From an optimization exercise on the open Yosys and OpenROAD flow, aimed at small area, a short achievable clock period and few clock cycles; shortcuts taken in it are not production practice.
Only simulation tests tie the RTL to the original design; equivalence was not proved.
Power and IR drop assume default switching activity.

Setup of run A:
==> flow/design.v (excerpt) <==
module sa_top #(
  parameter int ROWS = sa_pkg::ROWS,
  parameter int COLS = sa_pkg::COLS
) (
  input  logic                               clk,
  input  logic                               rst,
  input  logic [sa_pkg::AXIL_ADDR_W-1:0]     axil_awaddr,
  input  logic                               axil_awvalid,
  output logic                               axil_awready,
  input  logic [sa_pkg::AXIL_DATA_W-1:0]     axil_wdata,
  input  logic [3:0]                         axil_wstrb,
  input  logic                               axil_wvalid,
  output logic                               axil_wready,
  output logic [1:0]                         axil_bresp,
  output logic                               axil_bvalid,
  input  logic                               axil_bready,
  input  logic [sa_pkg::AXIL_ADDR_W-1:0]     axil_araddr,
  input  logic                               axil_arvalid,
  output logic                               axil_arready,
  output logic [sa_pkg::AXIL_DATA_W-1:0]     axil_rdata,
  output logic [1:0]                         axil_rresp,
  output logic                               axil_rvalid,
  input  logic                               axil_rready,
  input  logic [COLS-1:0][sa_pkg::W_IN-1:0]  k_data,
  input  logic                               k_last,
  input  logic                               k_valid,
  output logic                               k_ready,
  input  logic [ROWS-1:0][sa_pkg::W_IN-1:0]  x_data,
  input  logic                               x_last,
  input  logic                               x_valid,
  output logic                               x_ready,
  input  logic [ROWS-1:0][sa_pkg::W_ACC-1:0] a_data,
  input  logic                               a_valid,
  output logic                               a_ready,
  output logic [ROWS-1:0][sa_pkg::W_ACC-1:0] y_data,
  output logic                               y_last,
  output logic                               y_valid,
  input  logic                               y_ready
);
  localparam int W_ACC = sa_pkg::W_ACC;
  logic                                 ctrl_enable;
  logic                                 ctrl_clamp;
  logic                                 beat_acc;
  logic                                 pkt_done;
  logic [ROWS-1:0][COLS-1:0][W_ACC-1:0] bank;
  ...
Size: roughly 6,600 cells after synthesis, about 370 I/O pins.
==> flow/config.mk <==
export PLATFORM = sky130hd
export DESIGN_NAME = sa_top
export DESIGN_NICKNAME = sa_top
export VERILOG_FILES = /design/flow/design.v
export SDC_FILE = /design/flow/constraint.sdc
export NUM_CORES = 4
export LEC_CHECK = 0
export CAP_MARGIN = 20
export CORE_MARGIN = 2
export CORE_UTILIZATION = 55
export CTS_CLUSTER_DIAMETER = 120
export CTS_CLUSTER_SIZE = 24
export PLACE_DENSITY = 0.7
export SETUP_SLACK_MARGIN = 5
export SLEW_MARGIN = 20
export TNS_END_PERCENT = 5
==> flow/constraint.sdc <==
create_clock -name core_clock -period 10.5 [get_ports {clk}]
set_input_delay 2.1000 -clock core_clock [delete_from_list [all_inputs] [get_ports {clk}]]
set_output_delay 2.1000 -clock core_clock [all_outputs]
set_load 0.01 [all_outputs]
standard.sh (not shown) runs the stock make flow with config.mk's settings and CLKGATE_MAP_FILE= SYNTH_SCRIPT=/design/flow/synth_recipe.tcl, a recipe that flattens the netlist after the stock synthesis.
==> flow/flow/run.sh <==
#!/bin/bash
# The standard layout, with the smallest buffer on each input and output port
# (every port still gets its own buffer; the repair steps resize them where
# timing needs it). make's full output goes to standard.log.
set -euo pipefail
bash standard.sh "BUFFER_PORTS_ARGS=-buffer_cell sky130_fd_sc_hd__buf_1" finish > standard.log 2>&1
Testbench counts of run A, summed over its fixed seeds: cycles 5,239.
## Diff of input files: run B against run A
- PLACE_DENSITY now 0.6, was 0.7
- CTS_CLUSTER_DIAMETER now 140, was 120
- CORE_UTILIZATION now 40, was 55
- Re final critical delay including setup and external delays: run A was higher than run B.
- [compare] base=run A new=run B: sequential power about even, post-route total power shows a reduction of about 0.3%, met3 layer usage reported by global route now smaller, width of the chip has increased.
- Run B ended up with primary input to output pin as its category of the critical setup timing path; run A ended up with primary input to register.
- Compared to run A, run B has finished layout cell area 1000 um^2 higher.
The inputs of run C differ from those of run B as listed below.
- a deleted CTS_CLUSTER_SIZE that had been 24
- a deleted CTS_CLUSTER_DIAMETER that had been 140
==> comparison <==
- Run C | status: complete | timing, DRC, antenna: pass
- Run B went all the way through synthesis, placement and routing and the layout is clean on timing, DRC and antenna.
- Run C ended up with grid_i.bank[311]$_DFFE_PP_ as its termination of the worst setup path; run B ended up with k_ready.
- Summary of the comparison: H-tree depth reported by CTS is higher in run C, relative to run B.
- Compared with run B, in run C number of buffers inserted during clock tree synthesis went up by 57, reg2reg setup slack went down by 0.03 ns, shortest clock period the worst path allows after layout went up by 0.090 ns.
- Diff run B -> run C | layout buffer count excluding clock buffers | down by a few percent

what the ideal ports hide:
Ports are ideal in the flow. The routed layouts listed here were re-timed in OpenROAD. Step 1 assumes that a clkbuf_16 drives the clock port and a buf_2 every other input. Step 2 adds t to the input delays and takes it off the output delays; t is the mean of the earliest and latest rising clock arrival at the registers after step 1. Input paths then give back, and output paths get back, about the clock's delay inside the block. Three values: ideal ports, drivers, drivers and shift; two values: the first two.
run | t (ns) | setup WS [ns] | clock arrival spread, ns | worst data-port slew with drivers (ns)
run A | 0.734 | 4.919 / 4.922 / 4.243 | 0.025 / 0.026 | 0.16
run B | 0.728 | 4.984 / 4.924 / 4.295 | 0.048 / 0.049 | 0.16
run C | 0.825 | 4.895 / 4.952 / 4.138 | 0.039 / 0.039 | 0.17
After both steps every run listed still meets setup and hold. For run C, which loses most, drivers alone change the setup slack by +0.057 ns; drivers and shift together by -0.757 ns.
